Context: an optimization exercise on an open-source flow, tuned for small area, a short achievable clock period and few clock cycles per item. The choices shown serve that exercise and are no tape-out recipe. Function was not checked in any run shown here: the RTL went through the layout flow alone. Power and IR drop assume default switching activity.

## flow/config.mk

```make
export PLATFORM = sky130hd
export DESIGN_NAME = congestion_window_controller
export DESIGN_NICKNAME = congestion_window_controller
export VERILOG_FILES = /design/flow/design.v
export SDC_FILE = /design/flow/constraint.sdc
export NUM_CORES = 4
export LEC_CHECK = 0
export CAP_MARGIN = 20
export CORE_MARGIN = 2
export CORE_UTILIZATION = 40
export SETUP_SLACK_MARGIN = 2.5
export SLEW_MARGIN = 20
```

## flow/constraint.sdc

```tcl
create_clock -name core_clock -period 6.0 [get_ports {clk}]
set_input_delay 1.2000 -clock core_clock [delete_from_list [all_inputs] [get_ports {clk}]]
set_output_delay 1.2000 -clock core_clock [all_outputs]
set_load 0.01 [all_outputs]
```

## flow/design.v

```verilog
`default_nettype none
package cwc_pkg;
  localparam int TIME_W    = 32;   
  localparam int REG_W     = 16;   
  localparam int WIN_W     = 32;   
  localparam int FRAC_W    = 16;
  localparam int QUO_W     = 17;   
  localparam int REP_W     = 19;   
  localparam int CHUNK_W   = 8;    
  localparam int CFG_IDX_W = 2;
  localparam logic [REG_W-1:0] RST_TIMEOUT_LIMIT = 16'd90;
  localparam logic [REG_W-1:0] RST_INIT_WINDOW   = 16'd13;
  localparam logic [REG_W-1:0] RST_INIT_THRESH   = 16'd1000;
  localparam logic [CFG_IDX_W-1:0] REG_TIMEOUT_LIMIT = 2'd0;
  localparam logic [CFG_IDX_W-1:0] REG_INIT_WINDOW   = 2'd1;
  localparam logic [CFG_IDX_W-1:0] REG_INIT_THRESH   = 2'd2;
  localparam logic [1:0] PH_IDLE  = 2'd0;   
  localparam logic [1:0] PH_START = 2'd1;   
  localparam logic [1:0] PH_DIV   = 2'd2;   
  localparam logic [1:0] PH_ADD   = 2'd3;   
endpackage
`default_nettype wire
`default_nettype none
import cwc_pkg::*;
module cwc_recip (
  input  wire logic              clk,
  input  wire logic              start,
  input  wire logic              start_next,
  input  wire logic              load,
  input  wire logic [WIN_W:0]    load_val,
  input  wire logic [WIN_W-1:0]  divisor,
  output logic                   done,
  output logic                   zero,
  output logic                   ge,       
  output logic      [WIN_W:0]    sum       
);
  localparam int M0 = FRAC_W / 2;    
  localparam int NP = WIN_W / 2;
  localparam int XW = WIN_W + 4;
  logic [WIN_W:0]   rem_r;     
  logic [QUO_W:0]   q_r;       
  logic [NP-1:M0-1] above;     
  logic [NP-1:M0]   pair;      
  logic [NP-1:M0]   lead_even;
  logic             low, pow2;
  logic [WIN_W:0]   oh;        
  logic [QUO_W:0]   mark;      
  logic [XW-1:0]    x, a1, a3, s3, k3, xo, nw1, nw2;
  logic [WIN_W+1:0] a2;
  logic             c1, c2, c3, last;
  logic [1:0]       dig;
  logic [WIN_W-1:0] rn;
  function automatic logic [WIN_W-FRAC_W-1:0] lead_bits(input logic [NP-1:M0] le);
    lead_bits = '0;
    for (int m = M0; m < NP; m++) lead_bits[2*m-FRAC_W] = le[m];
  endfunction
  always_comb begin
    above[NP-1] = 1'b0;
    for (int m = NP - 2; m >= M0 - 1; m--)
      above[m] = above[m+1] | divisor[2*m+2] | divisor[2*m+3];
    for (int m = M0; m < NP; m++) begin
      pair[m]      = (divisor[2*m] | divisor[2*m+1]) & !above[m];
      lead_even[m] = divisor[2*m] & !divisor[2*m+1] & !above[m];
    end
    zero = !above[M0-1] && (divisor[FRAC_W-1:0] == '0);
    low  = !above[M0-1] && !zero;
    pow2 = (divisor[FRAC_W-1:0] == '0) && (lead_even != '0) &&
           (divisor[WIN_W-1:FRAC_W] == lead_bits(lead_even));
    oh   = '0;
    mark = '0;
    for (int m = M0; m < NP; m++) begin
      oh[2*m+1]          = pair[m];
      mark[2*m+1-FRAC_W] = pair[m];
    end
    oh[2*M0+1]          = pair[M0] | low;
    mark[1]             = pair[M0] | low;
    oh[WIN_W-1]         = pair[NP-1] | zero;
    mark[QUO_W-2]       = pair[NP-1] | zero;
    x   = XW'({rem_r, 1'b0});
    a1  = (x | XW'(1)) + ~(XW'(divisor));
    a2  = {1'b0, rem_r} - {2'b00, divisor};
    xo  = x | XW'(1);
    nw1 = ~(XW'(divisor));
    nw2 = ~(XW'({divisor, 1'b0}));
    s3  = xo ^ nw1 ^ nw2;
    k3  = (xo & nw1) | (xo & nw2) | (nw1 & nw2);
    a3  = s3 + {k3[XW-2:0], 1'b1};
    c1  = !a1[XW-1];
    c2  = !a2[WIN_W+1];
    c3  = !a3[XW-1];
    rn  = c3 ? a3[WIN_W-1:0] :
          c2 ? {a2[WIN_W-2:0], 1'b0} :
          c1 ? a1[WIN_W-1:0] : x[WIN_W-1:0];
    dig  = {c2, c3 | (c1 & !c2)};
    last = q_r[QUO_W-2];
  end
  always_ff @(posedge clk) begin
    if (start) begin
      rem_r <= pow2 ? '0 : oh;
      q_r   <= zero ? {1'b1, {QUO_W{1'b0}}} : {mark[QUO_W:1], pow2};
    end else if (start_next) begin
      rem_r <= oh;
      q_r   <= mark;
    end else begin
      if (load)             rem_r <= load_val;
      else if (!q_r[QUO_W]) rem_r <= last ? ~((WIN_W+1)'({q_r[QUO_W-3:0], dig})) : {rn, 1'b0};
      if (!q_r[QUO_W]) q_r <= {q_r[QUO_W-2:0], dig};
    end
  end
  assign done = q_r[QUO_W];
  assign ge   = c2;
  assign sum  = ~a2[WIN_W:0];
endmodule
`default_nettype wire
`default_nettype none
import cwc_pkg::*;
module congestion_window_controller (
  input  wire logic                 clk,
  input  wire logic                 rst_n,
  input  wire logic                 in_tvalid,
  output logic                      in_tready,
  input  wire logic [63:0]          in_tdata,    
  output logic                      out_tvalid,
  input  wire logic                 out_tready,
  output logic      [15:0]          out_tdata,   
  output logic      [1:0]           out_tuser,   
  input  wire logic                 cfg_valid,
  output logic                      cfg_ready,
  input  wire logic [CFG_IDX_W-1:0] cfg_index,
  input  wire logic [REG_W-1:0]     cfg_data
);
  localparam logic [WIN_W-1:0] WIN_MAX = '1;
  localparam int NCHUNK = TIME_W / CHUNK_W;
  logic [WIN_W-1:0]  win_r;       
  logic [WIN_W-1:0]  thr_r;       
  logic [REG_W-1:0]  lim_r;       
  logic              avoid_r;     
  logic              sz_r;
  logic [REP_W-1:0]  rep_r;
  logic [1:0]        ph_r;
  logic [$clog2(NCHUNK)-1:0] ser_cnt_r;
  logic              ser_done_r;  
  logic              ser_b1_r;    
  logic              ser_b2_r;    
  logic              cur_tout_r;  
  logic              out_v_r;
  logic              out_tout_r;
  logic              add_halve_r;  
  logic              add_go_r;     
  logic              rc_start, rc_next, rc_load, rc_done, rc_zero, rc_ge;
  logic [WIN_W:0]    rc_load_val;
  logic [WIN_W:0]    rc_sum;
  cwc_recip u_recip (
    .clk        (clk),
    .start      (rc_start),
    .start_next (rc_next),
    .load       (rc_load),
    .load_val   (rc_load_val),
    .divisor    (win_r),
    .done       (rc_done),
    .zero       (rc_zero),
    .ge         (rc_ge),
    .sum        (rc_sum)
  );
  logic [CHUNK_W-1:0] ser_a, ser_s, ser_l;
  logic [CHUNK_W:0]   ser_r, ser_d;
  logic               tout;
  logic [REP_W-1:0]   rep_x, rep_sum;
  logic [REP_W:0]     rep_sum2;
  logic               rep_cin, rep_sat, rep_clear, halve, slow, win_gt_thr;
  logic [WIN_W-1:0]   win_sat;
  logic               eval, finish, fast, take, recip, to_add;
  always_comb begin
    ser_a    = in_tdata[TIME_W + CHUNK_W*ser_cnt_r +: CHUNK_W];
    ser_s    = in_tdata[CHUNK_W*ser_cnt_r +: CHUNK_W];
    ser_l    = (32'(ser_cnt_r) < REG_W / CHUNK_W) ? lim_r[CHUNK_W*ser_cnt_r[0] +: CHUNK_W] : '0;
    ser_r    = {1'b0, ser_a} - {1'b0, ser_s} - (CHUNK_W+1)'(ser_b1_r);
    ser_d    = {1'b0, ser_r[CHUNK_W-1:0]} - {1'b0, ser_l} - (CHUNK_W+1)'(ser_b2_r);
    tout     = !ser_b2_r;
    eval     = (ph_r == PH_IDLE) && ser_done_r && !out_v_r;
    halve    = tout && sz_r;
    finish   = (ph_r == PH_DIV) && rc_done && !out_v_r;
    fast     = finish && ser_done_r && avoid_r && !halve;
    take     = eval || fast;
    win_gt_thr = !rc_ge;
    slow     = !tout && !avoid_r;
    recip    = avoid_r || (slow && win_gt_thr);
    to_add   = halve || (slow && !win_gt_thr);
    rc_start = (ph_r == PH_START);
    rc_next  = fast;
    rc_load  = (ph_r == PH_IDLE) || (ph_r == PH_ADD) || (finish && !fast);
    rc_load_val = (eval && to_add) ? ~((WIN_W+1)'(halve ? 3'd6 : 3'd2) << FRAC_W) :
                                     {1'b0, thr_r};
    win_sat  = rc_sum[WIN_W] ? WIN_MAX : rc_sum[WIN_W-1:0];
    rep_sat   = !rep_r[REP_W-1] && rep_r[REP_W-2];
    if ((ph_r == PH_IDLE) && halve) begin
      rep_x   = ~(REP_W'(win_r[WIN_W-1:15]));
      rep_cin = ~|win_r[14:0];
    end else begin
      rep_x   = (sz_r && rep_sat) ? '0 : REP_W'(3);
      rep_cin = 1'b0;
    end
    rep_sum2  = {rep_r, 1'b1} + {rep_x, rep_cin};
    rep_sum   = rep_sum2[REP_W:1];
    rep_clear = !sz_r && !rep_r[REP_W-1];
  end
  assign in_tready = take;
  always_ff @(posedge clk) begin
    if (!rst_n) begin
      win_r      <= WIN_W'(RST_INIT_WINDOW) << FRAC_W;
      thr_r      <= WIN_W'(RST_INIT_THRESH) << FRAC_W;
      sz_r       <= 1'b1;
      rep_r      <= '0;
      lim_r      <= RST_TIMEOUT_LIMIT;
      avoid_r    <= 1'b0;
      ph_r       <= PH_IDLE;
      out_v_r    <= 1'b0;
      ser_cnt_r  <= '0;
      ser_done_r <= 1'b0;
      ser_b1_r   <= 1'b0;
      ser_b2_r   <= 1'b0;
    end else begin
      if (take) begin
        ser_cnt_r  <= '0;
        ser_done_r <= 1'b0;
        ser_b1_r   <= 1'b0;
        ser_b2_r   <= 1'b0;
      end else if (in_tvalid && !ser_done_r) begin
        ser_cnt_r  <= ser_cnt_r + 1'b1;
        ser_done_r <= (32'(ser_cnt_r) == NCHUNK - 1);
        ser_b1_r   <= ser_r[CHUNK_W];
        ser_b2_r   <= ser_d[CHUNK_W];
      end
      if (take && tout) begin
        if (halve) begin
          sz_r  <= (win_r == '0);
          rep_r <= rep_sum;
        end else if (rep_clear) begin
          sz_r  <= 1'b1;
          rep_r <= '0;
        end else begin
          rep_r <= rep_sum;
        end
      end else if (ph_r == PH_ADD && add_halve_r) begin
        rep_r <= rep_sum;
      end
      if (out_tready) out_v_r <= 1'b0;
      unique case (ph_r)
        PH_IDLE: begin
          if (eval) begin
            if (halve) begin
              avoid_r <= 1'b0;
              thr_r   <= win_r >> 1;
            end else if (slow && win_gt_thr) begin
              avoid_r <= 1'b1;
            end
            if (to_add)     ph_r <= PH_ADD;
            else if (recip) ph_r <= PH_START;
            else            out_v_r <= 1'b1;
          end
        end
        PH_ADD: begin
          win_r <= add_halve_r ? rc_sum[WIN_W:1] : win_sat;
          if (add_go_r) ph_r <= PH_START;
          else begin
            ph_r    <= PH_IDLE;
            out_v_r <= 1'b1;
          end
        end
        PH_START: ph_r <= PH_DIV;
        PH_DIV: begin
          if (finish) begin
            win_r   <= rc_zero ? WIN_MAX : win_sat;
            out_v_r <= 1'b1;
            if (!fast) ph_r <= PH_IDLE;
          end
        end
        default: ph_r <= PH_IDLE;
      endcase
      if (cfg_valid) begin
        unique case (cfg_index)
          REG_TIMEOUT_LIMIT: lim_r <= cfg_data;
          REG_INIT_WINDOW:   win_r <= WIN_W'(cfg_data) << FRAC_W;
          REG_INIT_THRESH:   thr_r <= WIN_W'(cfg_data) << FRAC_W;
          default: ;
        endcase
      end
    end
  end
  always_ff @(posedge clk) begin
    if (take) cur_tout_r <= tout;
    if (eval && !to_add && !recip)             out_tout_r <= tout;
    else if (finish || (ph_r == PH_ADD && !add_go_r)) out_tout_r <= cur_tout_r;
    if (eval) begin
      add_halve_r <= halve;
      add_go_r    <= halve && avoid_r;
    end
  end
  assign cfg_ready  = 1'b1;
  assign out_tvalid = out_v_r;
  assign out_tdata  = win_r[WIN_W-1:FRAC_W];
  assign out_tuser  = {out_tout_r, avoid_r};
endmodule
`default_nettype wire
```

## flow/run.sh

```bash
#!/bin/bash
# synth_recipe.tcl (not shown) runs the flow's synth.tcl, then flattens the netlist and writes it again
# the make line also repeats each setting of config.mk as NAME=value (left out here)
make -C /OpenROAD-flow-scripts/flow DESIGN_CONFIG=/design/flow/config.mk WORK_HOME=/design/flow/orfs CLKGATE_MAP_FILE= SYNTH_SCRIPT=/design/flow/synth_recipe.tcl finish
```

==> results of run 1 <==
cell type report:
| cell class | instances | share of cell area [%] |
|---|---|---|
| multi-input cells | 1656 | 61.2 |
| flip-flops and latches | 163 | 18.0 |
| repair buffers | 271 | 12.9 |
| well taps | 532 | 3.09 |
| clock buffers | 23 | 2.27 |
| inverters | 109 | 2.14 |
| clock inverters | 9 | 0.436 |
| repair inverters | 1 | 0.0349 |
metal layers:
metal  wire, µm  GRT usage (%)
met1      27100           40.9
met2      28800           45.6
met3       5910           4.55
met4       2380           11.2
met5          0              0
cell usage in the layout (no fill, tap or decap), types with 56 or more instances in the layout:
master / instances
clkdlybuf4s50_1: 78
o21ai_0: 105
xnor2_1: 56
a21oi_1: 183
ha_1: 117
dfxtp_1: 80
buf_4: 104
a21o_1: 66
nor2_1: 160
nand2_1: 202
inv_1: 65
flip-flops by register name, summed over array words and instances (netlist names), 2 cells and up:
register,cells
u_recip.rem_r,33
thr_r,32
win_r,32
rep_r,19
u_recip.q_r,17
lim_r,16
ph_r,2
ser_cnt_r,2
cell families after synthesis:
logic type               count (synthesis)
buffers and inverters                  233
XOR/XNOR                               101
other                                    1
AO/OA/AOI/OAI                          723
AND/OR/NAND/NOR                        606
flip-flops                             163
adder cells (fa/ha/maj)                182
multiplexers                            43
worst reg2reg max path, cell delays in order (launching register included):
cell and delay, ns:
dfxtp_4 0.37, inv_6 0.05, fa_1 0.59, ha_4 0.23, a21o_1 0.17, a21o_1 0.22, nor4b_4 0.36, o32ai_4 0.18
o211ai_2 0.27, a21oi_4 0.12, a221oi_4 0.30, buf_6 0.15, buf_12 0.13, buf_12 0.11, buf_12 0.10, buf_6 0.09
o21ai_1 0.06, a21oi_2 0.20, a2111oi_2 0.05
power breakdown:
group	internal, mW	switching [mW]	total [mW]
clock	0.624	0.500	1.12
sequential	1.22	0.100	1.32
combinational	3.09	3.93	7.01
total	4.93	4.53	9.45
what timing repair did:
| item | 4_1_cts | 5_1_grt |
|---|---|---|
| buffers inserted | 92 | 37 |
| gates resized for setup | 349 | 138 |
| cloned | 6 | 1 |
| setup endpoints to repair | 119 | 110 |
| pin swaps | 127 | 100 |
through the flow:
stage	utilization [%]	setup slack [ns]	cells
5_1_grt	52.9	1.87	2764
6_report	52.9	1.99	2764
2_1_floorplan	-	1.87	2052
3_5_place_dp	44.1	1.21	2595
4_1_cts	50.6	1.98	2725
3_3_place_gp	44.0	1.21	2595
worst min-delay path by stage:
stage	from	to	slack, ns	cells after the start
global route	lim_r[12]$_SDFFE_PN0P_	lim_r[12]$_SDFFE_PN0P_	0.47	2
global placement	thr_r[1]$_SDFF_PN0_	thr_r[1]$_SDFF_PN0_	0.44	2
CTS	thr_r[1]$_SDFF_PN0_	thr_r[1]$_SDFF_PN0_	0.45	2
finish	thr_r[1]$_SDFF_PN0_	thr_r[1]$_SDFF_PN0_	0.45	2
floorplan	thr_r[0]$_SDFF_PN0_	thr_r[0]$_SDFF_PN0_	0.43	2
detailed placement	thr_r[1]$_SDFF_PN0_	thr_r[1]$_SDFF_PN0_	0.44	2
cells in the mapped netlist, types with 19 or more instances:
master    instances  share of area (%)
a21oi_1         225                6.9
nand2_1         213                4.9
nor2_1          167                3.8
ha_1            147                 11
o21ai_0         144                4.4
dfxtp_1         110                 13
inv_1           109                2.5
clkbuf_1         87                2.0
a21o_1           66                3.0
xnor2_1          57                3.0
edfxtp_1         53                9.7
o211ai_1         49                2.2
xor2_1           44                2.3
nand3_1          36                1.1
fa_1             35                4.3
a211oi_1         32                1.5
nand2b_1         30                1.1
nor3_1           28               0.85
o21a_1           26                1.2
a31oi_1          25               0.95
mux2i_1          25                1.5
buf_4            22                1.0
nor2b_1          21               0.80
and2_1           19               0.72
==> results.sh, run 1 <==
export IMPL_cts_root_buf="clkbuf_16"
export IMPL_regArea_um2=3860
export IMPL_hold_class="reg2reg"
export IMPL_post_drt_via_cell_ratio=6.23
export IMPL_wl_per_cell_um=23.2
export IMPL_place_area_um2=17900
export IMPL_clock_latency_ns=0.45
export IMPL_synthSimpleGateAreaFrac_pct=17.3
export IMPL_worstSetupPathType="in2reg"
export IMPL_ys_warn_count=2
export IMPL_drive_above_1_share_pct=24.4
export IMPL_die_x_um=207
export IMPL_diodes=0
export IMPL_async_flop_share_pct=0
export IMPL_first_pass_iters=6
export IMPL_required_ns=6.31
export IMPL_grt_max_degree=50
export IMPL_fmax_mhz=249
export IMPL_overflow=0
export IMPL_die_area_um2=42700
export IMPL_nets=2488
export IMPL_wl_mm=64.2
export IMPL_worstSetupStartpoint="in_tdata[24]"
export IMPL_path_clk_slew_ns=0.07
export IMPL_worst_pin_slew_ns=1.06
export IMPL_reg2reg_to="u_recip.rem_r[2]$_SDFFCE_PP0P_"
export IMPL_endpoint="ser_b2_r$_SDFFE_PP0P_"
export IMPL_multiInputGateArea_um2=13200
export IMPL_critical_path_top_delay_family="adder cells"
export IMPL_ctsHtreeMaxLevel=4
export IMPL_syn_num_nets=2321
export IMPL_clockBufferDepth=2
export IMPL_grt_pass1_wl_mm=95.6
export IMPL_postCtsHoldBufs=0
export IMPL_core_area_um2=40600
export IMPL_synth_adder_area_share_pct=15.5
export IMPL_holdWs_ns=0.451
export IMPL_hold_viol_final=0
export IMPL_ys_types=88
export IMPL_synth_area_mux_share_pct=3.86
export IMPL_setup_tns_ns=0
export IMPL_ys_seq_area_share_pct=23.1
export IMPL_initial_core_util_pct=40.4
export IMPL_synth_xor_area_share_pct=5.39
export IMPL_syn_avg_cell_area_um2=8.00
export IMPL_drt_iter0_markers=1750
export IMPL_crit_cells=17
export IMPL_rr_startpoint="win_r[10]$_SDFF_PN0_"
export IMPL_synth_compound_area_share_pct=28.9
export IMPL_final_cell_area_um2=21500
export IMPL_post_route_min_period_ns=4.01
export IMPL_crit_fanout=2
export IMPL_powerDensity_nw_per_um2=439
export IMPL_crit_chain="buf_6 -> mux4_2 -> fa_2 -> fa_2 -> buf_4 -> xor2_1 -> ha_2 -> inv_2 -> ha_4 -> a21o_1 -> a21oi_4 -> nor2b_4 -> o21ai_1 -> nand2b_1 -> a21oi_2 -> xnor2_1 -> a211oi_2"
export IMPL_io_buffers=106
export IMPL_syn_inst=2052
export IMPL_vias=17220
export IMPL_hpwlAfterDp_mm=45.0
export IMPL_grt_pass1_vias=16298
export IMPL_area_growth_pct=31.0
export IMPL_crit_slowest_cell="mux4_2"
export IMPL_cap_violations=0
export IMPL_cp_num_buf_inv=3
export IMPL_cts_sinks=163
export IMPL_setup_viol=0
export IMPL_rrSetupSlack_ns=1.99
export IMPL_synth_edf_count=53
export IMPL_finClkSkew_ns=0.0110
export IMPL_grt_usage_pct=29.3
export IMPL_synth_top_flop_cell="dfxtp_1"
export IMPL_totalPowerFinal_mw=9.45
export IMPL_status="finished clean"
export IMPL_fp_row_count=74
export IMPL_cp_slowest_stage_delay_ns=0.50
export IMPL_slew_violations=0
export IMPL_fillerInstances=3665
export IMPL_leakagePower_nw=8.47
export IMPL_ir_worst_vdd_mv=0.268
export IMPL_r2r_cells=18
export IMPL_slew_headroom_pct=28.7
export IMPL_gp_congestion=0.972
export IMPL_crit_path_end_kind="flip-flop"
export IMPL_ioPinCount=108
export IMPL_min_period_over_period_pct=66.9
export IMPL_die_h_um=207
export IMPL_antenna_found_initial=0
export IMPL_synth_top_family_by_area="compound AO/OA/AOI/OAI gates"
export IMPL_synthesis_area_um2=16400
export IMPL_ys_ff_latch=163
export IMPL_critPathMostFrequentCell="fa_2"
export IMPL_rsz0062_at_grt="yes"
export IMPL_cts_tree="done"
export IMPL_cp_arrival_ns=4.32
export IMPL_cp_start_kind="input port"
export IMPL_drc_errors=0
export IMPL_ant_nets=0
export IMPL_cts_made_buffers=17
==> run 2: changes to the inputs <==
--- a/flow/config.mk
+++ b/flow/config.mk
@@ -7,6 +7,7 @@
 export LEC_CHECK = 0
 export CAP_MARGIN = 20
 export CORE_MARGIN = 2
-export CORE_UTILIZATION = 40
+export CORE_UTILIZATION = 60
+export GPL_TIMING_DRIVEN = 1
 export SETUP_SLACK_MARGIN = 2.5
 export SLEW_MARGIN = 20
==> run 2 against run 1 <==
  * Register-to-register slack worse by 0.02 ns
  * Largest power group unchanged
  * Clock-buffer cell count is 6 lower
  * Combinational power decreased by 3.6%
  * Worst hold slack gained 0.0052 ns
  * Power is 2.2% lower
==> results.sh, run 2 <==
export IMPL_yosysTopAreaCellShare_pct=13.4
export IMPL_yosys_top_cells_count="225 x a21oi_1, 213 x nand2_1, 167 x nor2_1"
export IMPL_async_flop_share_pct=0
export IMPL_reg_top3="u_recip.rem_r x33, thr_r x32, win_r x32"
export IMPL_final_common_cell="nand2_1"
export IMPL_crit_path_end_kind="flip-flop"
export IMPL_die_area_um2=28700
export IMPL_hold_viol_final=0
export IMPL_setup_tns_ns=0
export IMPL_instances_no_fill=2571
export IMPL_postCtsHoldBufs=0
export IMPL_regArea_um2=3870
export IMPL_cts_tree="done"
export IMPL_diodes=0
export IMPL_grt_max_degree=50
export IMPL_layout_common_cells="205 x nand2_1, 182 x a21oi_1, 165 x nor2_1, 117 x ha_1, 114 x buf_4"
export IMPL_post_drt_via_cell_ratio=6.99
export IMPL_placed_cells=2407
export IMPL_drc_errors=0
export IMPL_core_area_um2=26900
export IMPL_wl_per_cell_um=24.4
export IMPL_overflow=0
export IMPL_final_cell_area_um2=21200
export IMPL_ctsHtreeMaxLevel=4
export IMPL_fin_util_pct=78.7
export IMPL_synthTopCellsByArea="dfxtp_1 13%, ha_1 11%, edfxtp_1 9.7%, a21oi_1 6.9%, nand2_1 4.9%"
export IMPL_crit_fanout=3
export IMPL_cap_violations=0
export IMPL_worstSetupPathType="in2reg"
export IMPL_ys_seq_area_share_pct=23.1
export IMPL_top_register="u_recip.rem_r"
export IMPL_path_clk_slew_ns=0.08
export IMPL_multiInputGateArea_um2=13100
export IMPL_die_x_um=169
export IMPL_setup_viol=0
export IMPL_synthesis_area_um2=16400
export IMPL_grt_usage_pct=41.8
export IMPL_fmax_mhz=248
export IMPL_first_pass_iters=6
export IMPL_synth_most_common_cell="a21oi_1"
export IMPL_ir_worst_vdd_mv=0.239
export IMPL_min_period_over_period_pct=67.2
export IMPL_slew_headroom_pct=30.3
export IMPL_cts_sinks=163
export IMPL_cp_arrival_ns=4.35
export IMPL_syn_num_nets=2321
export IMPL_area_growth_pct=28.9
export IMPL_slew_violations=0
export IMPL_vias=17969
export IMPL_hold_class="reg2reg"
export IMPL_ys_warn_count=2
export IMPL_cp_start_kind="input port"
export IMPL_synth_top_flop_cell="dfxtp_1"
export IMPL_finClkSkew_ns=0.0131
export IMPL_wl_mm=62.8
export IMPL_cts_root_buf="clkbuf_16"
export IMPL_ys_ff_latch=163
export IMPL_antenna_found_initial=0
export IMPL_leakagePower_nw=8.39
export IMPL_clock_latency_ns=0.45
export IMPL_required_ns=6.31
export IMPL_hpwlAfterDp_mm=42.6
export IMPL_powerDensity_nw_per_um2=437
export IMPL_ys_types=88
export IMPL_ioPinCount=108
export IMPL_nets=2486
export IMPL_grt_pass1_wl_mm=93.4
export IMPL_largest_reg_flops=33
export IMPL_cts_made_buffers=17
export IMPL_initial_core_util_pct=61.1
export IMPL_place_area_um2=17700
export IMPL_status="finished clean"
export IMPL_ant_nets=0
export IMPL_io_buffers=106
export IMPL_syn_inst=2052
export IMPL_synth_area_leader_cell="dfxtp_1"
export IMPL_die_h_um=169
export IMPL_fillerInstances=1882
export IMPL_drive_above_1_share_pct=23.8
export IMPL_grt_pass1_vias=16965
export IMPL_syn_avg_cell_area_um2=8.00
export IMPL_worst_pin_slew_ns=1.04
export IMPL_gp_congestion=1.01
export IMPL_rsz0062_at_grt="yes"
export IMPL_clockBufferDepth=2
export IMPL_post_route_min_period_ns=4.03
export IMPL_fp_row_count=60
export IMPL_drt_iter0_markers=2553
export IMPL_synth_edf_count=53
run 2: report_power, final:
part	internal (mW)	total (mW)	switching [mW]
clock	0.571	1.15	0.577
combinational	2.88	6.76	3.89
sequential	1.21	1.33	0.120
run 2: cell families (layout without fill, tap and decap cells):
group	after synthesis	in the layout	synth area share, %
compound gates	723	723	28.9
simple gates	606	606	17.3
buf+inv	233	411	5.94
fa+ha+maj	182	182	15.5
flops	163	163	23.1
xor+xnor	101	101	5.39
mux	43	43	3.86
other cells	1	1	0.0228
run 2: per-stage QoR:
stage               power [mW]  hold WS (ns)  setup WS [ns]
detailed placement        5.76         0.444           1.22
finish                    9.25         0.456           1.97
floorplan                 4.55         0.433           1.87
CTS                       8.21         0.454           1.99
global placement          5.68         0.439           1.27
global route              9.58         0.474           1.76
run 2: repair_timing:
action                                  CTS  global route
setup buffers                            94            33
cloned                                    4             1
resized for setup                       334           142
endpoints found under the setup margin   80            80
pin swaps                               132            83
run 2: cell type report:
cell class	instances	area share, %
multi-input combinational	1656	62.1
sequential	163	18.3
timing repair buffer	270	12.5
inverter	109	2.24
tap	341	2.02
clock buffer	17	2.01
clock inverter	15	0.857
run 2: worst max-delay path, cell delays in order:
cell and delay, ns:
clkdlybuf4s50_1 0.39, mux4_2 0.45, inv_2 0.08, ha_4 0.12, inv_2 0.04, ha_4 0.21
a21boi_2 0.16, o21ai_2 0.20, nand2_1 0.10, a21oi_2 0.18, xnor2_1 0.10, ha_1 0.27
inv_1 0.04, ha_1 0.28, o21ai_1 0.07, nand2b_1 0.08, a21oi_2 0.14, xnor2_1 0.13
a211oi_1 0.08
run 2: final timing paths:
path	startpoint	to	slack, ns	depth (start not counted)
hold reg to reg	thr_r[5]$_SDFF_PN0_	thr_r[5]$_SDFF_PN0_	0.46	2
setup reg to reg	u_recip.rem_r[9]$_SDFFCE_PP0P_	u_recip.rem_r[2]$_SDFFCE_PP0P_	1.97	16
hold / removal	thr_r[5]$_SDFF_PN0_	thr_r[5]$_SDFF_PN0_	0.46	2
setup / recovery	in_tdata[42]	ser_b2_r$_SDFFE_PP0P_	1.97	19
run 2: layer usage:
metal  share of wire, %  GRT usage, %
met5                  0             0
met2                 45          67.3
met3                 12          9.47
met1                 37          54.1
met4                5.4          18.1
==> run 3: changes to the inputs <==
--- a/flow/design.v
+++ b/flow/design.v
@@ -138,7 +138,10 @@
   logic              sz_r;
   logic [REP_W-1:0]  rep_r;
   logic [1:0]        ph_r;
-  logic [$clog2(NCHUNK)-1:0] ser_cnt_r;
+  logic [$clog2(NCHUNK)-1:0] ser_cnt_r;    
+  logic [$clog2(NCHUNK)-1:0] ser_idx_r;    
+  logic              ser_v_r;     
+  logic [CHUNK_W-1:0] ser_rtt_r;
   logic              ser_done_r;  
   logic              ser_b1_r;    
   logic              ser_b2_r;    
@@ -163,7 +166,7 @@
     .sum        (rc_sum)
   );
   logic [CHUNK_W-1:0] ser_a, ser_s, ser_l;
-  logic [CHUNK_W:0]   ser_r, ser_d;
+  logic [CHUNK_W+1:0] ser_r, ser_d;
   logic               tout;
   logic [REP_W-1:0]   rep_x, rep_sum;
   logic [REP_W:0]     rep_sum2;
@@ -173,9 +176,9 @@
   always_comb begin
     ser_a    = in_tdata[TIME_W + CHUNK_W*ser_cnt_r +: CHUNK_W];
     ser_s    = in_tdata[CHUNK_W*ser_cnt_r +: CHUNK_W];
-    ser_l    = (32'(ser_cnt_r) < REG_W / CHUNK_W) ? lim_r[CHUNK_W*ser_cnt_r[0] +: CHUNK_W] : '0;
-    ser_r    = {1'b0, ser_a} - {1'b0, ser_s} - (CHUNK_W+1)'(ser_b1_r);
-    ser_d    = {1'b0, ser_r[CHUNK_W-1:0]} - {1'b0, ser_l} - (CHUNK_W+1)'(ser_b2_r);
+    ser_l    = (32'(ser_idx_r) < REG_W / CHUNK_W) ? lim_r[CHUNK_W*ser_idx_r[0] +: CHUNK_W] : '0;
+    ser_r    = {1'b0, ser_a, 1'b0} - {1'b0, ser_s, ser_b1_r};
+    ser_d    = {1'b0, ser_rtt_r, 1'b0} - {1'b0, ser_l, ser_b2_r};
     tout     = !ser_b2_r;
     eval     = (ph_r == PH_IDLE) && ser_done_r && !out_v_r;
     halve    = tout && sz_r;
@@ -216,20 +219,29 @@
       ph_r       <= PH_IDLE;
       out_v_r    <= 1'b0;
       ser_cnt_r  <= '0;
+      ser_v_r    <= 1'b0;
       ser_done_r <= 1'b0;
       ser_b1_r   <= 1'b0;
       ser_b2_r   <= 1'b0;
     end else begin
       if (take) begin
         ser_cnt_r  <= '0;
+        ser_v_r    <= 1'b0;
         ser_done_r <= 1'b0;
         ser_b1_r   <= 1'b0;
         ser_b2_r   <= 1'b0;
-      end else if (in_tvalid && !ser_done_r) begin
-        ser_cnt_r  <= ser_cnt_r + 1'b1;
-        ser_done_r <= (32'(ser_cnt_r) == NCHUNK - 1);
-        ser_b1_r   <= ser_r[CHUNK_W];
-        ser_b2_r   <= ser_d[CHUNK_W];
+      end else begin
+        if (in_tvalid && !ser_done_r && !(ser_v_r && 32'(ser_idx_r) == NCHUNK - 1)) begin
+          ser_cnt_r <= ser_cnt_r + 1'b1;
+          ser_b1_r  <= ser_r[CHUNK_W+1];
+          ser_v_r   <= 1'b1;
+        end else begin
+          ser_v_r   <= 1'b0;
+        end
+        if (ser_v_r) begin
+          ser_b2_r   <= ser_d[CHUNK_W+1];
+          ser_done_r <= (32'(ser_idx_r) == NCHUNK - 1);
+        end
       end
       if (take && tout) begin
         if (halve) begin
@@ -288,6 +300,8 @@
     end
   end
   always_ff @(posedge clk) begin
+    ser_rtt_r <= ser_r[CHUNK_W:1];
+    ser_idx_r <= ser_cnt_r;
     if (take) cur_tout_r <= tout;
     if (eval && !to_add && !recip)             out_tout_r <= tout;
     else if (finish || (ph_r == PH_ADD && !add_go_r)) out_tout_r <= cur_tout_r;
--- a/flow/config.mk
+++ b/flow/config.mk
@@ -7,7 +7,6 @@
 export LEC_CHECK = 0
 export CAP_MARGIN = 20
 export CORE_MARGIN = 2
-export CORE_UTILIZATION = 60
-export GPL_TIMING_DRIVEN = 1
+export CORE_UTILIZATION = 40
 export SETUP_SLACK_MARGIN = 2.5
 export SLEW_MARGIN = 20
==> run 3 against run 2 <==
  * Sequential share of layout area increased by 0.75 points
  * Power fell by 38%
  * Critical path depth decreased by 4
  * First-iteration DRC count fell by 39%
  * Worst hold slack better by 0.0077 ns
  * Critical endpoint is now u_recip.rem_r[17]$_DFFE_PP_
  * Largest power group unchanged
  * Setup slack gained 0.20 ns
  * Cell area rose by 1.9%
==> results.sh, run 3 <==
export IMPL_ioPinCount=108
export IMPL_synth_edf_count=53
export IMPL_gp_congestion=0.955
export IMPL_async_flop_share_pct=0
export IMPL_ant_nets=0
export IMPL_placed_cells=2611
export IMPL_hp_start="thr_r[14]$_SDFF_PN0_"
export IMPL_synthTopCellsByArea="dfxtp_1 15%, ha_1 10%, edfxtp_1 9.6%, a21oi_1 6.0%, nand2_1 5.5%"
export IMPL_io_buffers=106
export IMPL_worstSetupPathType="reg2reg"
export IMPL_die_h_um=208
export IMPL_critical_path_top_delay_family="compound AO/OA/AOI/OAI gates"
export IMPL_cts_tree="done"
export IMPL_ys_ff_latch=174
export IMPL_grt_usage_pct=28.1
export IMPL_final_setup_worst_slack_ns=2.16
export IMPL_die_area_um2=43200
export IMPL_totalPowerFinal_mw=5.74
export IMPL_cp_arrival_ns=4.04
export IMPL_top_register="u_recip.rem_r"
export IMPL_worstSetupStartpoint="win_r[18]$_SDFF_PN1_"
export IMPL_wl_mm=63.2
export IMPL_fin_util_pct=52.7
export IMPL_instances_no_fill=2785
export IMPL_syn_num_nets=2325
export IMPL_fmax_mhz=260
export IMPL_grt_pass1_wl_mm=95.2
export IMPL_cp_start_kind="flip-flop"
export IMPL_diodes=0
export IMPL_grt_max_degree=51
export IMPL_final_common_cell="nand2_1"
export IMPL_synth_most_common_cell="nand2_1"
export IMPL_largest_reg_flops=33
export IMPL_crit_chain="clkinvlp_4 -> buf_4 -> ha_4 -> a21o_1 -> a21o_1 -> a21oi_4 -> o221a_4 -> o32ai_4 -> or2_4 -> buf_6 -> buf_6 -> or4_4 -> o21a_1 -> a221o_1 -> a31o_1"
export IMPL_crit_slowest_cell="or4_4"
export IMPL_syn_inst=2067
export IMPL_crit_path_end_kind="flip-flop"
export IMPL_clockBufferDepth=2
export IMPL_final_cell_area_um2=21600
export IMPL_holdWs_ns=0.464
export IMPL_synthesis_area_um2=16600
export IMPL_synth_top_flop_cell="dfxtp_1"
export IMPL_die_x_um=208
export IMPL_rsz0062_at_grt="yes"
export IMPL_cap_violations=0
export IMPL_cp_slowest_stage_delay_ns=0.51
export IMPL_hpwlAfterDp_mm=46.7
export IMPL_antenna_found_initial=0
export IMPL_post_route_min_period_ns=3.84
export IMPL_cts_root_buf="clkbuf_16"
export IMPL_clock_latency_ns=0.45
export IMPL_slew_violations=0
export IMPL_yosys_top_cells_count="242 x nand2_1, 201 x a21oi_1, 137 x ha_1"
export IMPL_first_pass_iters=6
export IMPL_layout_common_cells="234 x nand2_1, 169 x a21oi_1, 137 x buf_4, 117 x nor2_1, 104 x clkdlybuf4s50_1"
export IMPL_grt_pass1_vias=16644
export IMPL_powerDensity_nw_per_um2=266
export IMPL_place_ws_ns=1.38
export IMPL_drc_errors=0
export IMPL_syn_avg_cell_area_um2=8.05
export IMPL_hold_viol_final=0
export IMPL_hold_class="reg2reg"
export IMPL_synth_area_leader_cell="dfxtp_1"
export IMPL_place_area_um2=18100
export IMPL_slew_headroom_pct=26.6
export IMPL_core_area_um2=40900
export IMPL_setup_tns_ns=0
export IMPL_cp_num_buf_inv=4
export IMPL_ys_warn_count=2
export IMPL_nets=2498
export IMPL_min_period_over_period_pct=64.0
export IMPL_path_clk_slew_ns=0.07
export IMPL_worst_pin_slew_ns=1.10
export IMPL_required_ns=6.21
export IMPL_ir_worst_vdd_mv=0.151
export IMPL_fp_row_count=74
export IMPL_area_growth_pct=29.6
export IMPL_cts_made_buffers=17
export IMPL_ys_seq_area_share_pct=24.1
export IMPL_overflow=0
export IMPL_cts_sinks=174
export IMPL_finClkSkew_ns=0.0168
export IMPL_rr_startpoint="win_r[18]$_SDFF_PN1_"
export IMPL_vias=17245
export IMPL_crit_fanout=10
export IMPL_setup_viol=0
export IMPL_post_drt_via_cell_ratio=6.19
export IMPL_drive_above_1_share_pct=23.4
export IMPL_ys_types=92
export IMPL_status="finished clean"
export IMPL_ctsHtreeMaxLevel=4
export IMPL_reg_top3="u_recip.rem_r x33, thr_r x32, win_r x32"
export IMPL_wl_per_cell_um=22.7
export IMPL_initial_core_util_pct=40.6
export IMPL_yosysTopAreaCellShare_pct=14.6
export IMPL_leakagePower_nw=8.39
export IMPL_drt_iter0_markers=1545
## run 3: what timing repair did
item | in CTS | in global routing
hold buffers | 0 | 0
endpoints found under the setup margin | 88 | 78
resized for setup | 274 | 145
pin swaps | 67 | 69
setup buffers | 87 | 51
cloned | 1 | 3
## run 3: worst paths after layout
kind                                                     to  slack, ns  depth (start not counted)
worst max-delay path            u_recip.rem_r[17]$_DFFE_PP_       2.16                         15
worst min-delay path                   thr_r[14]$_SDFF_PN0_       0.46                          2
worst max register to register  u_recip.rem_r[17]$_DFFE_PP_       2.16                         15
worst min register to register         thr_r[14]$_SDFF_PN0_       0.46                          2
## run 3: cell families (layout without fill, tap and decap cells)
| group | after synthesis | count (layout) | share of synthesized area (%) |
|---|---|---|---|
| AO/OA/AOI/OAI | 747 | 747 | 29.7 |
| AND/OR/NAND/NOR | 612 | 613 | 17.2 |
| buffers and inverters | 222 | 407 | 5.57 |
| flip-flops | 174 | 174 | 24.1 |
| adder cells (fa/ha/maj) | 172 | 172 | 14.5 |
| XOR/XNOR | 97 | 97 | 5.11 |
| multiplexers | 42 | 42 | 3.82 |
| other | 1 | 1 | 0.0225 |
## run 3: power breakdown
group	leakage [nW]	switching [mW]	internal, mW
clock	0.279	0.505	0.615
sequential	1.56	0.0849	1.28
combinational	6.54	1.84	1.42
total	8.39	2.43	3.31
## run 3: layer usage
metal	global-route usage [%]	vias to the layer above	share of wire [%]
met5	0	-	0
met4	8.07	0	2.4
met3	5.92	105	9.3
met2	43.8	830	45
met1	39.0	8344	43
li1	-	7966	-
## run 3: area by class of cell
cell class	instances	area, µm²
inverters	102	425
multi-input cells	1672	13300
clock inverters	6	47.5
clock buffers	26	531
repair buffers	273	2520
flip-flops and latches	174	4100
fillers	3802	19400
well taps	532	666
## run 3: worst reg2reg max path, stage by stage, from the launching register on
cell and delay [ns]:
dfxtp_4 0.36, clkinvlp_4 0.12, buf_4 0.18, ha_4 0.26
a21o_1 0.17, a21o_1 0.20, a21oi_4 0.18, o221a_4 0.24
o32ai_4 0.11, or2_4 0.27, buf_6 0.16, buf_6 0.16
or4_4 0.52, o21a_1 0.15, a221o_1 0.31, a31o_1 0.22
==> run 4: changes to the inputs <==
--- a/flow/config.mk
+++ b/flow/config.mk
@@ -8,5 +8,5 @@
 export CAP_MARGIN = 20
 export CORE_MARGIN = 2
 export CORE_UTILIZATION = 40
-export SETUP_SLACK_MARGIN = 2.5
+export SETUP_SLACK_MARGIN = 3.5
 export SLEW_MARGIN = 20
==> run 4 against run 3 <==
  * Flip-flop and latch count unchanged
  * Clock power decreased by 4%
  * Largest cell class unchanged
  * Synthesized area unchanged
  * Core utilization increased by 4.2 points
  * Sequential share of layout area decreased by 1.3 points
  * Global-route usage increased by 1.9 points
  * Synthesized cell count unchanged
==> results.sh, run 4 <==
export IMPL_area_growth_pct=39.9
export IMPL_ys_seq_area_share_pct=24.1
export IMPL_cap_violations=0
export IMPL_holdWs_ns=0.460
export IMPL_setup_tns_ns=0
export IMPL_post_drt_via_cell_ratio=6.19
export IMPL_synth_most_common_cell="nand2_1"
export IMPL_rsz0062_at_grt="yes"
export IMPL_fmax_mhz=268
export IMPL_largest_reg_flops=33
export IMPL_clockBufferDepth=2
export IMPL_initial_core_util_pct=40.6
export IMPL_p_seq_share_pct=21.7
export IMPL_cts_made_buffers=17
export IMPL_final_cell_area_um2=23300
export IMPL_sw_frac_of_total_pct=42.7
export IMPL_die_area_um2=43200
export IMPL_ys_types=92
export IMPL_power_frac_comb_pct=61.2
export IMPL_ys_ff_latch=174
export IMPL_postCtsHoldBufs=0
export IMPL_gp_congestion=0.990
export IMPL_powerDensity_nw_per_um2=270
export IMPL_path_clk_slew_ns=0.07
export IMPL_fp_row_count=74
export IMPL_reg_top3="u_recip.rem_r x33, thr_r x32, win_r x32"
export IMPL_top_register="u_recip.rem_r"
export IMPL_grt_usage_pct=30.0
export IMPL_synth_top_flop_cell="dfxtp_1"
export IMPL_leakagePower_nw=9.30
export IMPL_die_h_um=208
export IMPL_fin_util_pct=56.9
export IMPL_ir_worst_vdd_mv=0.155
export IMPL_syn_avg_cell_area_um2=8.05
export IMPL_cts_root_buf="clkbuf_16"
export IMPL_io_buffers=106
export IMPL_layout_common_cells="231 x nand2_1, 185 x buf_4, 151 x a21oi_1, 113 x nor2_1, 87 x o21ai_0"
export IMPL_clock_latency_ns=0.45
export IMPL_die_x_um=208
export IMPL_required_ns=6.17
export IMPL_overflow=0
export IMPL_wl_per_cell_um=23.5
export IMPL_cts_sinks=174
export IMPL_yosys_top_cells_count="242 x nand2_1, 201 x a21oi_1, 137 x ha_1"
export IMPL_nets=2606
export IMPL_cp_arrival_ns=3.91
export IMPL_worstSetupPathType="reg2reg"
export IMPL_drive_above_1_share_pct=32.1
export IMPL_multiInputGateArea_um2=14000
export IMPL_hpwlAfterDp_mm=47.8
export IMPL_grt_pass1_wl_mm=101
export IMPL_internal_power_mw=3.60
export IMPL_drt_iter0_markers=1609
export IMPL_final_common_cell="nand2_1"
export IMPL_synthTopCellsByArea="dfxtp_1 15%, ha_1 10%, edfxtp_1 9.6%, a21oi_1 6.0%, nand2_1 5.5%"
export IMPL_worst_pin_slew_ns=0.975
export IMPL_ioPinCount=108
export IMPL_diodes=0
export IMPL_vias=17900
export IMPL_grt_pass1_vias=17281
export IMPL_slew_violations=0
export IMPL_hold_viol_final=0
export IMPL_antenna_found_initial=0
export IMPL_fillerInstances=3687
export IMPL_ys_warn_count=2
export IMPL_power_switching_mw=2.68
export IMPL_synthesis_area_um2=16600
export IMPL_totalPowerFinal_mw=6.28
export IMPL_crit_fanout=3
export IMPL_setup_viol=0
export IMPL_hold_class="reg2reg"
export IMPL_place_area_um2=18700
export IMPL_synth_area_leader_cell="dfxtp_1"
export IMPL_first_pass_iters=6
export IMPL_regArea_um2=4120
export IMPL_status="finished clean"
export IMPL_cp_start_kind="flip-flop"
export IMPL_async_flop_share_pct=0
export IMPL_wl_mm=68.0
export IMPL_ctsHtreeMaxLevel=4
export IMPL_syn_num_nets=2325
export IMPL_post_route_min_period_ns=3.73
export IMPL_core_area_um2=40900
export IMPL_crit_path_end_kind="flip-flop"
export IMPL_ant_nets=0
export IMPL_yosysTopAreaCellShare_pct=14.6
export IMPL_grt_max_degree=64
export IMPL_cts_tree="done"
export IMPL_slew_headroom_pct=34.8
export IMPL_syn_inst=2067
export IMPL_min_period_over_period_pct=62.2
export IMPL_drc_errors=0
export IMPL_finClkSkew_ns=0.0172
export IMPL_clkPwrFrac_pct=17.1
export IMPL_synth_edf_count=53
[run 4: cell families after synthesis]
logic type	Yosys count	synth area share (%)
AO/OA/AOI/OAI	747	29.7
AND/OR/NAND/NOR	612	17.2
adder cells (fa/ha/maj)	172	14.5
flip-flops	174	24.1
XOR/XNOR	97	5.11
buffers and inverters	222	5.57
multiplexers	42	3.82
other	1	0.0225
[run 4: final timing paths]
check / from / end / slack [ns] / cells after the start
hold reg to reg: thr_r[7]$_SDFF_PN0_ / thr_r[7]$_SDFF_PN0_ / 0.46 / 2
setup reg to reg: u_recip.rem_r[2]$_SDFFCE_PP0P_ / u_recip.rem_r[31]$_DFFE_PP_ / 2.27 / 12
hold / removal: thr_r[7]$_SDFF_PN0_ / thr_r[7]$_SDFF_PN0_ / 0.46 / 2
setup / recovery: u_recip.rem_r[2]$_SDFFCE_PP0P_ / u_recip.rem_r[31]$_DFFE_PP_ / 2.27 / 12
[run 4: layer usage]
metal / global-route usage, % / part of all wire (%) / up-vias
li1: - / - / 8189
met1: 40.3 / 42 / 8654
met2: 48.7 / 46 / 896
met3: 4.48 / 8.5 / 161
met4: 11.4 / 4.0 / 0
met5: 0 / 0 / -
[run 4: area by class of cell]
type	count	area share, %
inverters	102	1.88
repair buffers	378	15.2
clock inverters	12	0.349
well taps	532	2.86
clock buffers	20	1.96
flip-flops and latches	174	17.7
multi-input cells	1675	60.0
[run 4: power groups by stage]
stage               Clock (mW)  Combinational, mW  Sequential (mW)
floorplan                    0               1.87             1.35
detailed placement           0               2.52             1.39
finish                    1.07               3.84             1.36
global placement             0               2.52             1.39
CTS                       1.08               3.43             1.36
global route              1.12               4.02             1.37
[run 4: what timing repair did]
| action | in CTS | in global routing |
|---|---|---|
| setup endpoints to repair | 186 | 153 |
| cloned | 7 | 0 |
| endpoints found under the hold margin | 0 | 0 |
| gates resized for setup | 395 | 171 |
| pin swaps | 118 | 98 |
| setup buffers | 186 | 62 |
[run 4: worst max-delay path, cell delays in order (launching register included)]
cell	delay [ns]
edfxtp_1	0.46
fa_1	0.51
ha_4	0.29
nand2_1	0.08
o21bai_4	0.18
a311o_1	0.39
a2111o_1	0.47
a41oi_2	0.28
a41o_1	0.25
o22ai_2	0.10
xnor2_2	0.17
o221ai_1	0.18
a22oi_1	0.09
[run 4: per-stage QoR]
| step | setup WS, ns | cells |
|---|---|---|
| 3_5_place_dp | 1.63 | 2606 |
| 6_report | 2.27 | 2893 |
| 3_3_place_gp | 1.59 | 2606 |
| 2_1_floorplan | 2.66 | 2067 |
| 5_1_grt | 2.20 | 2893 |
| 4_1_cts | 2.30 | 2831 |
==> run 5: changes to the inputs <==
--- a/flow/design.v
+++ b/flow/design.v
@@ -38,53 +38,39 @@
   localparam int NP = WIN_W / 2;
   localparam int XW = WIN_W + 4;
   logic [WIN_W:0]   rem_r;     
-  logic [QUO_W:0]   q_r;       
+  logic [QUO_W+1:0] q_r;       
   logic [NP-1:M0-1] above;     
   logic [NP-1:M0]   pair;      
-  logic [NP-1:M0]   lead_even;
-  logic             low, pow2;
+  logic             low;
   logic [WIN_W:0]   oh;        
-  logic [QUO_W:0]   mark;      
-  logic [XW-1:0]    x, a1, a3, s3, k3, xo, nw1, nw2;
+  logic [QUO_W+1:0] mark;      
+  logic [XW-1:0]    x, a1, a3, w3, w3_r;
   logic [WIN_W+1:0] a2;
   logic             c1, c2, c3, last;
   logic [1:0]       dig;
   logic [WIN_W-1:0] rn;
-  function automatic logic [WIN_W-FRAC_W-1:0] lead_bits(input logic [NP-1:M0] le);
-    lead_bits = '0;
-    for (int m = M0; m < NP; m++) lead_bits[2*m-FRAC_W] = le[m];
-  endfunction
   always_comb begin
     above[NP-1] = 1'b0;
     for (int m = NP - 2; m >= M0 - 1; m--)
       above[m] = above[m+1] | divisor[2*m+2] | divisor[2*m+3];
-    for (int m = M0; m < NP; m++) begin
-      pair[m]      = (divisor[2*m] | divisor[2*m+1]) & !above[m];
-      lead_even[m] = divisor[2*m] & !divisor[2*m+1] & !above[m];
-    end
+    for (int m = M0; m < NP; m++)
+      pair[m] = (divisor[2*m] | divisor[2*m+1]) & !above[m];
     zero = !above[M0-1] && (divisor[FRAC_W-1:0] == '0);
     low  = !above[M0-1] && !zero;
-    pow2 = (divisor[FRAC_W-1:0] == '0) && (lead_even != '0) &&
-           (divisor[WIN_W-1:FRAC_W] == lead_bits(lead_even));
     oh   = '0;
-    mark = '0;
     for (int m = M0; m < NP; m++) begin
-      oh[2*m+1]          = pair[m];
-      mark[2*m+1-FRAC_W] = pair[m];
+      oh[2*m+1] = oh[2*m+1] | (divisor[2*m+1] & !above[m]);
+      oh[2*m-1] = oh[2*m-1] | (divisor[2*m] & !divisor[2*m+1] & !above[m]);
     end
-    oh[2*M0+1]          = pair[M0] | low;
-    mark[1]             = pair[M0] | low;
-    oh[WIN_W-1]         = pair[NP-1] | zero;
-    mark[QUO_W-2]       = pair[NP-1] | zero;
+    oh[2*M0-1]  = oh[2*M0-1] | low;
+    oh[WIN_W-1] = oh[WIN_W-1] | zero;
+    mark = '0;
+    for (int j = 2*M0 - 1; j < WIN_W; j += 2) mark[j-(2*M0-1)] = oh[j];
+    w3  = XW'(divisor) + XW'({divisor, 1'b0});
     x   = XW'({rem_r, 1'b0});
     a1  = (x | XW'(1)) + ~(XW'(divisor));
     a2  = {1'b0, rem_r} - {2'b00, divisor};
-    xo  = x | XW'(1);
-    nw1 = ~(XW'(divisor));
-    nw2 = ~(XW'({divisor, 1'b0}));
-    s3  = xo ^ nw1 ^ nw2;
-    k3  = (xo & nw1) | (xo & nw2) | (nw1 & nw2);
-    a3  = s3 + {k3[XW-2:0], 1'b1};
+    a3  = x - w3_r;
     c1  = !a1[XW-1];
     c2  = !a2[WIN_W+1];
     c3  = !a3[XW-1];
@@ -92,22 +78,23 @@
           c2 ? {a2[WIN_W-2:0], 1'b0} :
           c1 ? a1[WIN_W-1:0] : x[WIN_W-1:0];
     dig  = {c2, c3 | (c1 & !c2)};
-    last = q_r[QUO_W-2];
+    last = q_r[QUO_W-1];
   end
   always_ff @(posedge clk) begin
+    w3_r <= (start || start_next) ? {1'b0, {(XW-1){1'b1}}} : w3;
     if (start) begin
-      rem_r <= pow2 ? '0 : oh;
-      q_r   <= zero ? {1'b1, {QUO_W{1'b0}}} : {mark[QUO_W:1], pow2};
+      rem_r <= oh;
+      q_r   <= zero ? {1'b1, {(QUO_W+1){1'b0}}} : mark;
     end else if (start_next) begin
       rem_r <= oh;
       q_r   <= mark;
     end else begin
       if (load)             rem_r <= load_val;
-      else if (!q_r[QUO_W]) rem_r <= last ? ~((WIN_W+1)'({q_r[QUO_W-3:0], dig})) : {rn, 1'b0};
-      if (!q_r[QUO_W]) q_r <= {q_r[QUO_W-2:0], dig};
+      else if (!q_r[QUO_W+1]) rem_r <= last ? ~((WIN_W+1)'({q_r[QUO_W-2:0], dig})) : {rn, 1'b0};
+      if (!q_r[QUO_W+1]) q_r <= {q_r[QUO_W-1:0], dig};
     end
   end
-  assign done = q_r[QUO_W];
+  assign done = q_r[QUO_W+1];
   assign ge   = c2;
   assign sum  = ~a2[WIN_W:0];
 endmodule
--- a/flow/config.mk
+++ b/flow/config.mk
@@ -8,5 +8,5 @@
 export CAP_MARGIN = 20
 export CORE_MARGIN = 2
 export CORE_UTILIZATION = 40
-export SETUP_SLACK_MARGIN = 3.5
+export SETUP_SLACK_MARGIN = 2.5
 export SLEW_MARGIN = 20
==> run 5 against run 4 <==
  * Setup slack gained 0.22 ns
  * Register-to-register slack gained 0.22 ns
  * Power shrank 10%
  * First-iteration DRC count grew 38%
  * Global-route usage shrank 0.23 points
  * Largest cell class unchanged
  * Still clean on timing, DRC and antenna
  * Largest power group unchanged
  * Wire length grew 8.0%
==> results.sh, run 5 <==
export IMPL_status="finished clean"
export IMPL_drive_above_1_share_pct=15.3
export IMPL_ys_ff_latch=210
export IMPL_ctsHtreeMaxLevel=1
export IMPL_rrSetupSlack_ns=2.49
export IMPL_synth_most_common_cell="nand2_1"
export IMPL_hpwlAfterDp_mm=55.7
export IMPL_die_area_um2=47500
export IMPL_cp_arrival_ns=3.96
export IMPL_rr_startpoint="u_recip.rem_r[0]$_SDFFE_PP0P_"
export IMPL_crit_cells=15
export IMPL_overflow=0
export IMPL_wl_per_cell_um=23.7
export IMPL_wl_mm=73.4
export IMPL_reg2reg_to="win_r[28]$_SDFF_PN0_"
export IMPL_path_clk_slew_ns=0.06
export IMPL_crit_fanout=3
export IMPL_cp_slowest_stage_delay_ns=0.36
export IMPL_syn_inst=2349
export IMPL_async_flop_share_pct=0
export IMPL_worstSetupStartpoint="u_recip.rem_r[0]$_SDFFE_PP0P_"
export IMPL_drc_errors=0
export IMPL_synth_area_leader_cell="dfxtp_1"
export IMPL_cts_root_buf="clkbuf_16"
export IMPL_hold_viol_final=0
export IMPL_post_route_min_period_ns=3.51
export IMPL_totalPowerFinal_mw=5.65
export IMPL_rsz0062_at_grt="yes"
export IMPL_cts_made_buffers=27
export IMPL_diodes=0
export IMPL_gp_congestion=0.990
export IMPL_initial_core_util_pct=40.4
export IMPL_synth_edf_count=30
export IMPL_hold_class="reg2reg"
export IMPL_syn_num_nets=2634
export IMPL_ys_seq_area_share_pct=24.6
export IMPL_critPathMostFrequentCell="buf_4"
export IMPL_min_period_over_period_pct=58.6
export IMPL_crit_slowest_cell="dfxtp_4"
export IMPL_cts_sinks=210
export IMPL_die_x_um=218
export IMPL_required_ns=6.45
export IMPL_r2r_cells=15
export IMPL_grt_max_degree=50
export IMPL_cap_violations=0
export IMPL_endpoint="win_r[28]$_SDFF_PN0_"
export IMPL_clock_latency_ns=0.57
export IMPL_crit_chain="inv_4 -> ha_4 -> inv_2 -> fa_2 -> a21o_1 -> a22o_1 -> o31ai_4 -> o22ai_4 -> buf_4 -> a211oi_2 -> o21ai_0 -> xnor2_2 -> buf_4 -> a2bb2oi_2 -> o221a_1"
export IMPL_setup_tns_ns=0
export IMPL_vias=19241
export IMPL_die_h_um=218
export IMPL_antenna_found_initial=0
export IMPL_grt_usage_pct=29.8
export IMPL_area_growth_pct=21.9
export IMPL_grt_pass1_wl_mm=109
export IMPL_synthesis_area_um2=18300
export IMPL_fmax_mhz=285
export IMPL_critical_path_top_delay_family="compound AO/OA/AOI/OAI gates"
export IMPL_setup_viol=0
export IMPL_worstSetupPathType="reg2reg"
export IMPL_final_common_cell="nand2_1"
export IMPL_syn_avg_cell_area_um2=7.79
export IMPL_ir_worst_vdd_mv=0.186
export IMPL_reg_top3="u_recip.w3_r x35, u_recip.rem_r x33"
export IMPL_first_pass_iters=6
export IMPL_core_area_um2=45300
export IMPL_ioPinCount=108
export IMPL_final_setup_worst_slack_ns=2.49
export IMPL_largest_reg_flops=35
export IMPL_layout_common_cells="261 x nand2_1, 217 x a21oi_1, 185 x nor2_1, 177 x ha_1, 163 x o21ai_0"
export IMPL_crit_path_end_kind="flip-flop"
export IMPL_slew_violations=0
export IMPL_place_ws_ns=1.38
export IMPL_nets=2769
export IMPL_powerDensity_nw_per_um2=254
export IMPL_clockBufferDepth=3
export IMPL_yosysTopAreaCellShare_pct=19.7
export IMPL_io_buffers=106
export IMPL_top_register="u_recip.w3_r"
export IMPL_synthTopCellsByArea="dfxtp_1 20%, ha_1 13%, a21oi_1 6.3%, nand2_1 5.5%, o21ai_0 5.1%"
export IMPL_leakagePower_nw=9.05
export IMPL_ant_nets=0
export IMPL_synth_top_flop_cell="dfxtp_1"
export IMPL_finClkSkew_ns=0.0275
export IMPL_worst_pin_slew_ns=1.18
export IMPL_cp_num_buf_inv=4
export IMPL_ys_warn_count=2
export IMPL_grt_pass1_vias=17891
export IMPL_yosys_top_cells_count="266 x nand2_1, 231 x a21oi_1, 193 x nor2_1"
export IMPL_slew_headroom_pct=21.1
export IMPL_cts_tree="done"
export IMPL_ys_types=99
export IMPL_post_drt_via_cell_ratio=6.20
export IMPL_cp_start_kind="flip-flop"
export IMPL_fp_row_count=78
export IMPL_drt_iter0_markers=2228
==> run 5: cell count changes after synthesis, sizes merged, moves of 16 or more <==
cell	before	now
ha	137	192
a31oi	34	18
inv	102	125
dfxtp	121	180
nor2	128	196
edfxtp	53	30
a21oi	203	232
nand2	242	267
o21ai	145	209
xor2	32	52
clkbuf	87	71
fa	34	6
==> run 5: how the worst min path moves through the flow <==
stage                              start                      to  cells past startpoint
6_report          lim_r[11]$_SDFFE_PN0P_  lim_r[11]$_SDFFE_PN0P_                      2
4_1_cts           lim_r[11]$_SDFFE_PN0P_  lim_r[11]$_SDFFE_PN0P_                      2
2_1_floorplan  ser_cnt_r[0]$_SDFFE_PP0P_    ser_idx_r[0]$_DFF_P_                      0
3_5_place_dp      lim_r[11]$_SDFFE_PN0P_  lim_r[11]$_SDFFE_PN0P_                      2
5_1_grt           lim_r[11]$_SDFFE_PN0P_  lim_r[11]$_SDFFE_PN0P_                      2
3_3_place_gp      lim_r[14]$_SDFFE_PN0P_  lim_r[14]$_SDFFE_PN0P_                      2
==> run 5: layout make-up <==
cell class | instances | area [µm²]
flip-flops and latches | 210 | 4570
repair buffers | 216 | 2020
clock inverters | 17 | 100
well taps | 600 | 751
inverters | 126 | 503
fillers | 4464 | 23000
clock buffers | 33 | 708
multi-input cells | 1903 | 13700
==> run 5: logic make-up after synthesis <==
group / after synthesis / share of synthesized area [%]
flops: 210 / 24.6
mux: 32 / 2.85
simple gates: 727 / 18.2
buf+inv: 238 / 5.55
other cells: 1 / 0.0205
compound gates: 816 / 28.8
xor+xnor: 127 / 6.12
fa+ha+maj: 198 / 13.8
==> run 5: per-layer routing <==
layer	vias to the layer above	GRT usage [%]	share of wire (%)
met5	-	0	0
met4	0	9.48	3.6
met3	159	5.06	10
met2	1027	46.2	44
met1	9203	41.9	43
li1	8852	-	-
==> run 5: report_power, final <==
group,leakage (nW),total (mW),internal [mW],switching (mW)
Combinational,6.89,2.52,1.03,1.49
Clock,0.395,1.53,0.842,0.691
Sequential,1.76,1.60,1.51,0.0868
Total,9.05,5.65,3.39,2.27
==> run 5: repair_timing <==
item / in CTS / in global routing
setup buffers: 39 / 34
hold buffers: 0 / 0
endpoints found under the hold margin: 0 / 0
gates resized for setup: 134 / 128
endpoints found under the setup margin: 101 / 79
pin swaps: 22 / 55
cloned: 3 / 0
==> run 5: worst min-delay path: cells and delay by family, from the launching register on <==
| family | cells | cell delay, ns |
|---|---|---|
| flip-flops | 1 | 0.31 |
| AND/OR/NAND/NOR | 1 | 0.05 |
| AO/OA/AOI/OAI | 1 | 0.05 |
==> run 5: stage by stage <==
step	std cells	instance area (µm²)	hold WS [ns]	util (%)
2_1_floorplan	2349	18300	0.329	-
3_3_place_gp	2979	19900	0.444	43.8
3_5_place_dp	2979	19900	0.450	43.8
4_1_cts	3071	21600	0.458	47.7
5_1_grt	3105	22300	0.486	49.2
6_report	3105	22300	0.459	49.2

re-timing with driven ports:
No port has a modelled driver above. Below, the same layouts with a new extraction and two added sets of constraints. Step 1, drivers: a clkbuf_16 drives clk and a buf_2 each remaining input, both assumed. Step 2 moves the port delays by t, midway between the first and last clock arrival at a register: inputs arrive t later, outputs are due t later. That takes back most of the time a late clock gives input paths. Slacks: no drivers / after step 1 / after step 2; pairs: no drivers / after step 1.
run	t (ns)	setup slack, ns	clock arrival spread, ns
run 1	0.496	1.987 / 1.988 / 1.512	0.011 / 0.012
run 2	0.491	1.966 / 1.973 / 1.492	0.013 / 0.013
run 3	0.495	2.161 / 2.161 / 2.097	0.019 / 0.019
run 4	0.493	2.266 / 2.266 / 2.266	0.017 / 0.018
run 5	0.604	2.485 / 2.485 / 2.043	0.028 / 0.028
After both steps setup and hold are still met in every run listed. For run 1, which loses most, drivers alone change the setup slack by +0.001 ns; drivers and shift together by -0.475 ns.
